This design comes from an exercise in tuning for small area and a short achievable clock period on the open sky130 flow, not from production work. Function was checked by simulation only, so behaviour that the tests miss may differ from the original. Power figures rest on the tool's default switching activity, not on a simulated workload.

## design.v

```verilog
package ramio_pkg;
  localparam int addr_w = 32;
  localparam int data_w = 32;
  localparam int ram_words = 256;
  localparam int ram_idx_w = $clog2(ram_words);
  localparam logic [addr_w-1:0] addr_led      = 32'hffff_fffc;
  localparam logic [addr_w-1:0] addr_uart_out = 32'hffff_fff8;
  localparam logic [addr_w-1:0] addr_uart_in  = 32'hffff_fff4;
  localparam logic [2:0] rd_none = 3'b000;
  localparam logic [2:0] rd_byte = 3'b001;
  localparam logic [2:0] rd_half = 3'b010;
  localparam logic [2:0] rd_word = 3'b011;
  localparam int rd_signed_bit = 2;
  localparam logic [1:0] wr_none = 2'b00;
  localparam logic [1:0] wr_byte = 2'b01;
  localparam logic [1:0] wr_half = 2'b10;
  localparam logic [1:0] wr_word = 2'b11;
  localparam logic [data_w-1:0] uart_idle = '1;
  localparam int clks_per_bit = 16;
  localparam int baud_w = $clog2(clks_per_bit);
  typedef union packed {
    logic [31:0]       word;
    logic [3:0][7:0]   bytes;
    logic [1:0][15:0]  halves;
  } ram_word_u;
endpackage
`timescale 1ns/100ps
module bus_decode (
  input  logic                          enable,
  input  logic [2:0]                    read_type,
  input  logic [1:0]                    write_type,
  input  logic [ramio_pkg::addr_w-1:0]  address,
  input  logic [ramio_pkg::data_w-1:0]  data_in,
  output logic [ramio_pkg::data_w-1:0]  data_out,
  output logic                          data_out_ready,
  output logic                          ram_en,
  output logic [3:0]                    ram_we,
  output ramio_pkg::ram_word_u          ram_wdata,
  input  ramio_pkg::ram_word_u          ram_rdata,
  input  logic                          ram_ready,
  output logic                          uart_out_wr,
  output logic [7:0]                    uart_out_byte,
  output logic                          uart_in_rd,
  input  logic [ramio_pkg::data_w-1:0]  tx_word,
  input  logic [ramio_pkg::data_w-1:0]  rx_word
);
  logic is_uart_out;
  logic is_uart_in;
  logic is_led;
  logic is_io;
  logic rd_req;
  logic wr_req;
  logic [7:0]                   sel_byte;
  logic [15:0]                  sel_half;
  logic                         sign_ext;
  logic [ramio_pkg::data_w-1:0] ram_value;
  assign is_uart_out = address == ramio_pkg::addr_uart_out;
  assign is_uart_in  = address == ramio_pkg::addr_uart_in;
  assign is_led      = address == ramio_pkg::addr_led;
  assign is_io       = is_uart_out || is_uart_in || is_led;
  assign rd_req = read_type != ramio_pkg::rd_none;
  assign wr_req = write_type != ramio_pkg::wr_none;
  assign ram_en = enable && !is_io && (rd_req || wr_req);
  assign uart_out_wr   = enable && is_uart_out && wr_req;
  assign uart_out_byte = data_in[7:0];
  assign uart_in_rd    = enable && is_uart_in && rd_req;
  assign data_out_ready = is_io ? 1'b1 : ram_ready;
  always_comb begin
    ram_we    = '0;
    ram_wdata = '0;
    if (ram_en) begin
      case (write_type)
        ramio_pkg::wr_byte: begin
          ram_we[address[1:0]]          = 1'b1;
          ram_wdata.bytes[address[1:0]] = data_in[7:0];
        end
        ramio_pkg::wr_half: begin
          if (!address[0]) begin
            ram_we[{address[1], 1'b0} +: 2] = 2'b11;
            ram_wdata.halves[address[1]]    = data_in[15:0];
          end
        end
        ramio_pkg::wr_word: begin
          ram_we         = 4'b1111;
          ram_wdata.word = data_in;
        end
        default: ;
      endcase
    end
  end
  assign sel_byte = ram_rdata.bytes[address[1:0]];
  assign sel_half = ram_rdata.halves[address[1]];
  assign sign_ext = read_type[ramio_pkg::rd_signed_bit];
  always_comb begin
    case (read_type[1:0])
      ramio_pkg::rd_byte[1:0]: ram_value = {{24{sign_ext && sel_byte[7]}}, sel_byte};
      ramio_pkg::rd_half[1:0]: begin
        if (address[0]) begin
          ram_value = '0;
        end else begin
          ram_value = {{16{sign_ext && sel_half[15]}}, sel_half};
        end
      end
      ramio_pkg::rd_word[1:0]: ram_value = ram_rdata.word;
      default:                 ram_value = '0;
    endcase
  end
  always_comb begin
    data_out = '0;
    if (enable && rd_req) begin
      if (is_uart_out) begin
        data_out = tx_word;
      end else if (is_uart_in) begin
        data_out = rx_word;
      end else if (!is_led) begin
        data_out = ram_value;
      end
    end
  end
endmodule
`timescale 1ns/100ps
module word_ram (
  input  logic                          clk,
  input  logic                          rst_n,
  input  logic                          ram_en,
  input  logic [3:0]                    ram_we,
  input  logic [ramio_pkg::addr_w-1:0]  address,
  input  ramio_pkg::ram_word_u          ram_wdata,
  output ramio_pkg::ram_word_u          ram_rdata,
  output logic                          ram_ready
);
  logic [31:0] mem [ramio_pkg::ram_words];
  logic [ramio_pkg::ram_idx_w-1:0] idx;
  logic [ramio_pkg::ram_idx_w-1:0] rd_idx;
  logic                            rd_valid;
  logic                            rd_req;
  assign idx    = address[ramio_pkg::ram_idx_w+1:2];
  assign rd_req = ram_en && ram_we == 4'b0000;
  always_ff @(posedge clk) begin
    if (ram_en) begin
      for (int i = 0; i < 4; i++) begin
        if (ram_we[i]) mem[idx][8*i +: 8] <= ram_wdata.word[8*i +: 8];
      end
      ram_rdata <= mem[idx];
    end
    rd_idx <= idx;
  end
  always_ff @(posedge clk) begin
    if (!rst_n) begin
      rd_valid <= 1'b0;
    end else begin
      rd_valid <= rd_req;
    end
  end
  assign ram_ready = rd_valid && rd_req && rd_idx == idx;
endmodule
`timescale 1ns/100ps
module uart_regs (
  input  logic                          clk,
  input  logic                          rst_n,
  input  logic                          uart_out_wr,
  input  logic [7:0]                    uart_out_byte,
  input  logic                          uart_in_rd,
  output logic [ramio_pkg::data_w-1:0]  tx_word,
  output logic [ramio_pkg::data_w-1:0]  rx_word,
  output logic                          tx_go,
  output logic [7:0]                    tx_byte,
  input  logic                          tx_bsy,
  output logic                          rx_go,
  input  logic [7:0]                    rx_data,
  input  logic                          rx_ready,
  output logic                          rx_pending
);
  logic tx_go_new;
  always_ff @(posedge clk) begin
    if (!rst_n) begin
      tx_word   <= ramio_pkg::uart_idle;
      tx_go     <= 1'b0;
      tx_go_new <= 1'b0;
      rx_word   <= ramio_pkg::uart_idle;
      rx_go     <= 1'b1;
    end else begin
      tx_go_new <= 1'b0;
      if (uart_in_rd) begin
        rx_word <= ramio_pkg::uart_idle;
      end else if (rx_go && rx_ready) begin
        rx_word <= {24'h00_0000, rx_data};
        rx_go   <= 1'b0;
      end
      if (!rx_go) rx_go <= 1'b1;
      if (tx_go && !tx_bsy && !tx_go_new) begin
        tx_go   <= 1'b0;
        tx_word <= ramio_pkg::uart_idle;
      end
      if (uart_out_wr) begin
        tx_word   <= {24'h00_0000, uart_out_byte};
        tx_go     <= 1'b1;
        tx_go_new <= 1'b1;
      end
    end
  end
  assign tx_byte    = tx_word[7:0];
  assign rx_pending = rx_word != ramio_pkg::uart_idle;
endmodule
`timescale 1ns/100ps
module uart_tx (
  input  logic       clk,
  input  logic       rst_n,
  input  logic       tx_go,
  input  logic [7:0] tx_byte,
  output logic       tx_bsy,
  output logic       uart_tx
);
  logic [8:0]                   frame;
  logic [3:0]                   bit_cnt;
  logic [ramio_pkg::baud_w-1:0] baud_cnt;
  logic                         wait_ack;
  logic                         start;
  logic                         bit_end;
  assign start   = tx_go && !tx_bsy && !wait_ack;
  assign bit_end = tx_bsy && baud_cnt == ramio_pkg::baud_w'(ramio_pkg::clks_per_bit - 1);
  always_ff @(posedge clk) begin
    if (start) begin
      frame <= {1'b1, tx_byte};
    end else if (bit_end) begin
      frame <= {1'b1, frame[8:1]};
    end
  end
  always_ff @(posedge clk) begin
    if (!rst_n) begin
      uart_tx  <= 1'b1;
      tx_bsy   <= 1'b0;
      wait_ack <= 1'b0;
      bit_cnt  <= '0;
      baud_cnt <= '0;
    end else if (start) begin
      uart_tx  <= 1'b0;
      tx_bsy   <= 1'b1;
      bit_cnt  <= '0;
      baud_cnt <= '0;
    end else if (tx_bsy) begin
      baud_cnt <= bit_end ? '0 : baud_cnt + 1'b1;
      if (bit_end) begin
        if (bit_cnt == 4'd9) begin
          tx_bsy   <= 1'b0;
          wait_ack <= 1'b1;
        end else begin
          bit_cnt <= bit_cnt + 1'b1;
          uart_tx <= frame[0];
        end
      end
    end else if (wait_ack && !tx_go) begin
      wait_ack <= 1'b0;
    end
  end
endmodule
`timescale 1ns/100ps
module uart_rx (
  input  logic       clk,
  input  logic       rst_n,
  input  logic       rx_go,
  input  logic       uart_rx,
  output logic [7:0] rx_data,
  output logic       rx_ready
);
  logic [1:0]                   sync;
  logic                         line;
  logic                         busy;
  logic [3:0]                   bit_cnt;
  logic [ramio_pkg::baud_w-1:0] baud_cnt;
  logic [ramio_pkg::baud_w-1:0] bit_last;
  logic                         tick;
  assign line = sync[1];
  assign bit_last = (bit_cnt == 4'd0) ?
                    ramio_pkg::baud_w'(ramio_pkg::clks_per_bit / 2 - 1) :
                    ramio_pkg::baud_w'(ramio_pkg::clks_per_bit - 1);
  assign tick = busy && baud_cnt == bit_last;
  always_ff @(posedge clk) begin
    if (tick && bit_cnt != 4'd0 && bit_cnt != 4'd9) begin
      rx_data <= {line, rx_data[7:1]};
    end
  end
  always_ff @(posedge clk) begin
    if (!rst_n) begin
      sync     <= 2'b11;
      busy     <= 1'b0;
      rx_ready <= 1'b0;
      bit_cnt  <= '0;
      baud_cnt <= '0;
    end else begin
      sync <= {sync[0], uart_rx};
      if (!rx_go) rx_ready <= 1'b0;
      if (!busy) begin
        if (rx_go && !rx_ready && !line) begin
          busy     <= 1'b1;
          bit_cnt  <= '0;
          baud_cnt <= '0;
        end
      end else if (tick) begin
        baud_cnt <= '0;
        if (bit_cnt == 4'd0 && line) begin
          busy <= 1'b0;
        end else if (bit_cnt == 4'd9) begin
          busy     <= 1'b0;
          rx_ready <= 1'b1;
        end else begin
          bit_cnt <= bit_cnt + 1'b1;
        end
      end else begin
        baud_cnt <= baud_cnt + 1'b1;
      end
    end
  end
endmodule
`timescale 1ns/100ps
module ramio_top (
  input  logic                          clk,
  input  logic                          rst_n,
  input  logic                          enable,
  input  logic [2:0]                    read_type,
  input  logic [1:0]                    write_type,
  input  logic [ramio_pkg::addr_w-1:0]  address,
  input  logic [ramio_pkg::data_w-1:0]  data_in,
  output logic [ramio_pkg::data_w-1:0]  data_out,
  output logic                          data_out_ready,
  output logic                          uart_tx,
  input  logic                          uart_rx,
  output logic [3:0]                    led
);
  logic                 ram_en;
  logic [3:0]           ram_we;
  ramio_pkg::ram_word_u ram_wdata;
  ramio_pkg::ram_word_u ram_rdata;
  logic                 ram_ready;
  logic                         uart_out_wr;
  logic [7:0]                   uart_out_byte;
  logic                         uart_in_rd;
  logic [ramio_pkg::data_w-1:0] tx_word;
  logic [ramio_pkg::data_w-1:0] rx_word;
  logic       tx_go;
  logic [7:0] tx_byte;
  logic       tx_bsy;
  logic       rx_go;
  logic [7:0] rx_data;
  logic       rx_ready;
  logic       rx_pending;
  assign led[0] = uart_tx;
  assign led[1] = uart_rx;
  assign led[2] = 1'b1;
  assign led[3] = !rx_pending;
  bus_decode u_decode (
    .enable, .read_type, .write_type, .address, .data_in,
    .data_out, .data_out_ready,
    .ram_en, .ram_we, .ram_wdata, .ram_rdata, .ram_ready,
    .uart_out_wr, .uart_out_byte, .uart_in_rd, .tx_word, .rx_word
  );
  word_ram u_ram (
    .clk, .rst_n, .ram_en, .ram_we, .address, .ram_wdata, .ram_rdata, .ram_ready
  );
  uart_regs u_regs (
    .clk, .rst_n, .uart_out_wr, .uart_out_byte, .uart_in_rd, .tx_word, .rx_word,
    .tx_go, .tx_byte, .tx_bsy, .rx_go, .rx_data, .rx_ready, .rx_pending
  );
  uart_tx u_tx (
    .clk, .rst_n, .tx_go, .tx_byte, .tx_bsy, .uart_tx
  );
  uart_rx u_rx (
    .clk, .rst_n, .rx_go, .uart_rx, .rx_data, .rx_ready
  );
endmodule
```

## run.sh

```bash
#!/bin/bash
# synth_recipe.tcl (not shown) runs the flow's synth.tcl, then flattens the netlist and writes it again
# the make line also repeats each setting of config.mk as NAME=value (left out here)
make -C /OpenROAD-flow-scripts/flow DESIGN_CONFIG=/design/flow/config.mk WORK_HOME=/design/flow/orfs CLKGATE_MAP_FILE= SYNTH_SCRIPT=/design/flow/synth_recipe.tcl finish
```

## config.mk

```make
export PLATFORM = sky130hd
export DESIGN_NAME = ramio_top
export DESIGN_NICKNAME = ramio_top
export VERILOG_FILES = /design/flow/design.v
export SDC_FILE = /design/flow/constraint.sdc
export NUM_CORES = 4
export LEC_CHECK = 0
export CAP_MARGIN = 20
export CORE_MARGIN = 2
export CORE_UTILIZATION = 30
export PLACE_DENSITY = 0.4
export SLEW_MARGIN = 20
export SYNTH_MEMORY_MAX_BITS = 16384
```

## constraint.sdc

```tcl
create_clock -name core_clock -period 5.0 [get_ports {clk}]
set_input_delay 1.0000 -clock core_clock [delete_from_list [all_inputs] [get_ports {clk}]]
set_output_delay 1.0000 -clock core_clock [all_outputs]
set_load 0.01 [all_outputs]
```

==> results.txt <==
* Status: timing/DRC/antenna clean
* Seq/Total Area, Yosys at 77.2%
* CP required at 4.00 ns
* Fin area at 391000 µm²
* Register-to-register setup slack at 1.35 ns
* Worst r2r path cells at 5
* Fmax at 203 MHz
* Area leader, netlist: edfxtp_1
* Syn Area/Cell at 21.5 µm²
* Grt ovf at 0
* First-pass GRT wire length at 1690000 µm
* Remaining DRCs at 0
* DRT Pass-1 Iters at 8
* Metal-1 WL at 550000 µm
* Die ar. at 1080000 µm²
* CTS buffer count at 903
* Die width at 1040 µm
* Slew @ Worst Pin at 1.32 ns
* Critical path type: reg2out
* Final setup TNS at 0 ns
* Hold Path Sink: u_ram.rd_idx[7]
* Top Metal Used: met5
* Pwr Density at 393 nW/µm²
* Area of the core at 1070000 µm²
* Met3 wire len at 83600 µm
* Metal2 WL at 602000 µm
* Routed Antenna Nets at 0
* Multi-input gate area at 69700 µm²
* Initial Utilization at 30.1%
* Largest net degree at the start of global routing at 99
* Post-synthesis cell type count at 74
* Drt initial violations at 22300
* Initial antenna violation count at 148
* Static Leak at 112 nW
* Crit end category: output pin
* Setup violators final at 0
* Total number of vias at 173000
* Minimum clock period at 4.92 ns
* Flops & latches, synth at 8293
* Power after layout at 154 mW
* PortBufs at 109
* Final nets at 17700
* Asr flop ratio synth at 0%
* Primary FF master, synth: edfxtp_1
* Register area at 248000 µm²
* Number of flops mapped to enable cells by yosys at 8240
* P&R area growth vs syn at 21.6%
* GPL Wtd Cong at 0.877
* Warnings from Yosys at 5
* Synthesized cell area at 322000 µm²
* Most frequent cell after synthesis: edfxtp_1
* Critical Path AT at 3.92 ns
* Clock tree buffer depth at 5
* Final worst path period share at 98.3%
* Mapped Cells at 14900
* FILL cells at 98600
* Worst hold path class: in2reg
* Post-DP Area at 362000 µm²
* Total track usage at 23.3%
* Crit Path Max Fanout at 2
* Unrepaired setup endpoints after global routing: false
* Worst-Skew Late Latency at 1.24 ns
* FP Rows at 380
* Worst hold start: address[9]
* Max VDD drop at 0.345 mV
* Sink Count at 8293
* Post-Layout Cell Count at 32600
* Placed Instances at 30800
* Max transition margin at 11.3%
* Cell depth of the worst hold path at 2
* Routed WL per cell at 39.5 µm
* Critical Path Start Type: register
* Crit Reg-Reg Startpoint: u_ram.mem[231][15]
* H-tree Lvls at 6
* Syn Nets at 15000
* IO Pins at 111
* CTS tree: built
* Clock Tree Root: clkbuf_16
* Post-synth top cells: edfxtp_1, mux4_2, nor2_1
* Final hold violations at 0
* Post-DP HPWL at 909000 µm
* Yosys top cell area share at 76.9%
* Vias in the first global route at 171000
* Chip Height at 1040 µm
* Final Routed Wirelength at 1290000 µm
* Crit Reg-Reg Endpoint: u_ram.ram_rdata[15]
* Clock slew at reported path FFs at 0.06 ns
* Vias/cell at 5.32
* Synth top area cells: edfxtp_1, mux4_2, nor2_1, mux2i_1, nand2_1
* Final Slew Violations at 0
* Layout cells sized above 1 at 33.5%
* Max cap viols at 0
* Skew final at 0.154 ns
worst max-delay path, cell delays in order (launching register included):
cell and delay (ns):
edfxtp_1 0.78, mux2_2 0.46, a222oi_1 0.44, nor3_1 0.12
a21oi_1 0.16, nand2_1 0.07, o211a_1 0.14, clkdlybuf4s50_1 0.48
power breakdown:
group | switching [mW] | leakage, nW | internal, mW
clock network | 29.0 | 14.3 | 38.1
logic | 6.66 | 34.8 | 2.97
registers | 0.215 | 62.6 | 76.8
total | 35.9 | 112 | 118
registers in the layout, summed over array words and instances (netlist names):
signal            flops
u_ram.rd_valid        1
u_ram.rd_idx          8
u_tx.uart_tx          1
u_rx.rx_ready         1
u_tx.wait_ack         1
u_rx.sync             2
u_regs.rx_go          1
u_ram.ram_rdata      32
u_regs.tx_word        9
u_tx.tx_bsy           1
u_rx.bit_cnt          4
u_tx.baud_cnt         4
u_tx.bit_cnt          4
u_regs.rx_word        9
u_ram.mem          8192
u_rx.rx_data          8
u_regs.tx_go          1
u_rx.busy             1
u_rx.baud_cnt         4
u_regs.tx_go_new      1
u_tx.frame            8
worst max-delay path by stage:
stage / from / to / slack, ns / cells after the start
floorplan: address[1] / u_ram.mem[0][0] / -1.70 / 6
global placement: address[4] / u_ram.ram_rdata[19] / -1.47 / 10
detailed placement: address[2] / u_ram.ram_rdata[15] / -0.48 / 9
CTS: u_ram.ram_rdata[18] / data_out[2] / 0.05 / 7
global route: u_ram.ram_rdata[16] / data_out[0] / 0.007 / 7
finish: u_ram.ram_rdata[18] / data_out[2] / 0.08 / 7
repair_timing:
item / in CTS / in global routing
buffers inserted: 4 / 1
resized for setup: 0 / 0
hold buffers: 0 / 0
endpoints found under the setup margin: 17 / 16
pin swaps: 0 / 0
placed cells by master (no fill, tap or decap), types with 15 or more instances in the layout:
cell             count
buf_12             448
buf_4             2061
nor2_4              29
mux2i_1            411
a22o_4              16
clkinv_1           227
bufinv_16           91
a211oi_1            20
mux4_2            2150
o211ai_1            16
a22o_1              21
clkdlybuf4s50_1    101
a221oi_1            32
nor2_1            1124
diode_2             99
o21ai_0             84
edfxtp_1          8240
nand2b_1            22
a222oi_1            15
nor3_1              33
or3_1               16
a31oi_1             24
nand2_1            675
o22ai_1            144
a32oi_1             68
nor2b_4             16
clkbuf_1           169
clkbuf_16          906
o221ai_1            15
clkinv_16           23
nand3_1             76
a22oi_1            220
a21oi_1            129
nor4_1              19
nand4_1             35
clkinv_2           180
dfxtp_1             53
and3_1              38
clkinvlp_4          29
mux2_2              37
metal layers:
layer | up-vias | track usage, %
met5 | - | 0
met4 | 14 | 8.20
met3 | 1561 | 3.63
met2 | 7063 | 37.1
met1 | 96700 | 32.5
li1 | 68000 | -
metrics by stage:
step	util, %	setup slack, ns	hold slack, ns
final	36.6	0.0838	0.286
after global routing	36.6	0.00665	0.201
after CTS	36.5	0.0459	0.146
after detailed placement	33.8	-0.478	0.392
after global placement	33.8	-1.47	0.403
after floorplan	-	-1.70	0.386
area by class of cell:
type | count | share of cell area, %
Antenna cell | 99 | 0.0633
Clock buffer | 1083 | 5.99
Clock inverter | 588 | 1.50
Inverter | 20 | 0.0384
Multi-Input combinational cell | 5742 | 17.8
Sequential cell | 8293 | 63.5
Tap cell | 14100 | 4.52
Timing Repair Buffer | 2621 | 6.55
logic make-up after synthesis:
group / synth area share [%]
AOI/OAI and AO/OA: 1.99
xor gates and xnor gates: 0.0435
adders and majority gates: 0.0467
buffers and inverters: 1.41
DFF: 77.2
muxes: 16.5
other: 0.00117
and+or+nand+nor: 2.79

-- separate check: timing with driven ports --
Ports are ideal in the flow. The routed layout listed here was re-timed in OpenROAD. Step 1, drivers: a clkbuf_16 drives clk and a buf_2 each remaining input, both assumed. Step 2, shift: input delay + t, output delay - t, t = (earliest + latest rising clock arrival at the registers) / 2. This alone moves slack from input paths to output paths. Slacks: ideal / step 1 / step 2; pairs: ideal / step 1.
shift t [ns]: 1.316
setup WS [ns]: 0.084 / -0.072 / -0.428
worst hold slack (ns): 0.286 / 0.157 / 0.377
worst setup path after step 2: input to register
With both steps, setup timing fails in this run, where it was met with ideal ports. For this run, drivers alone change the setup slack by -0.156 ns; drivers and shift together by -0.512 ns.
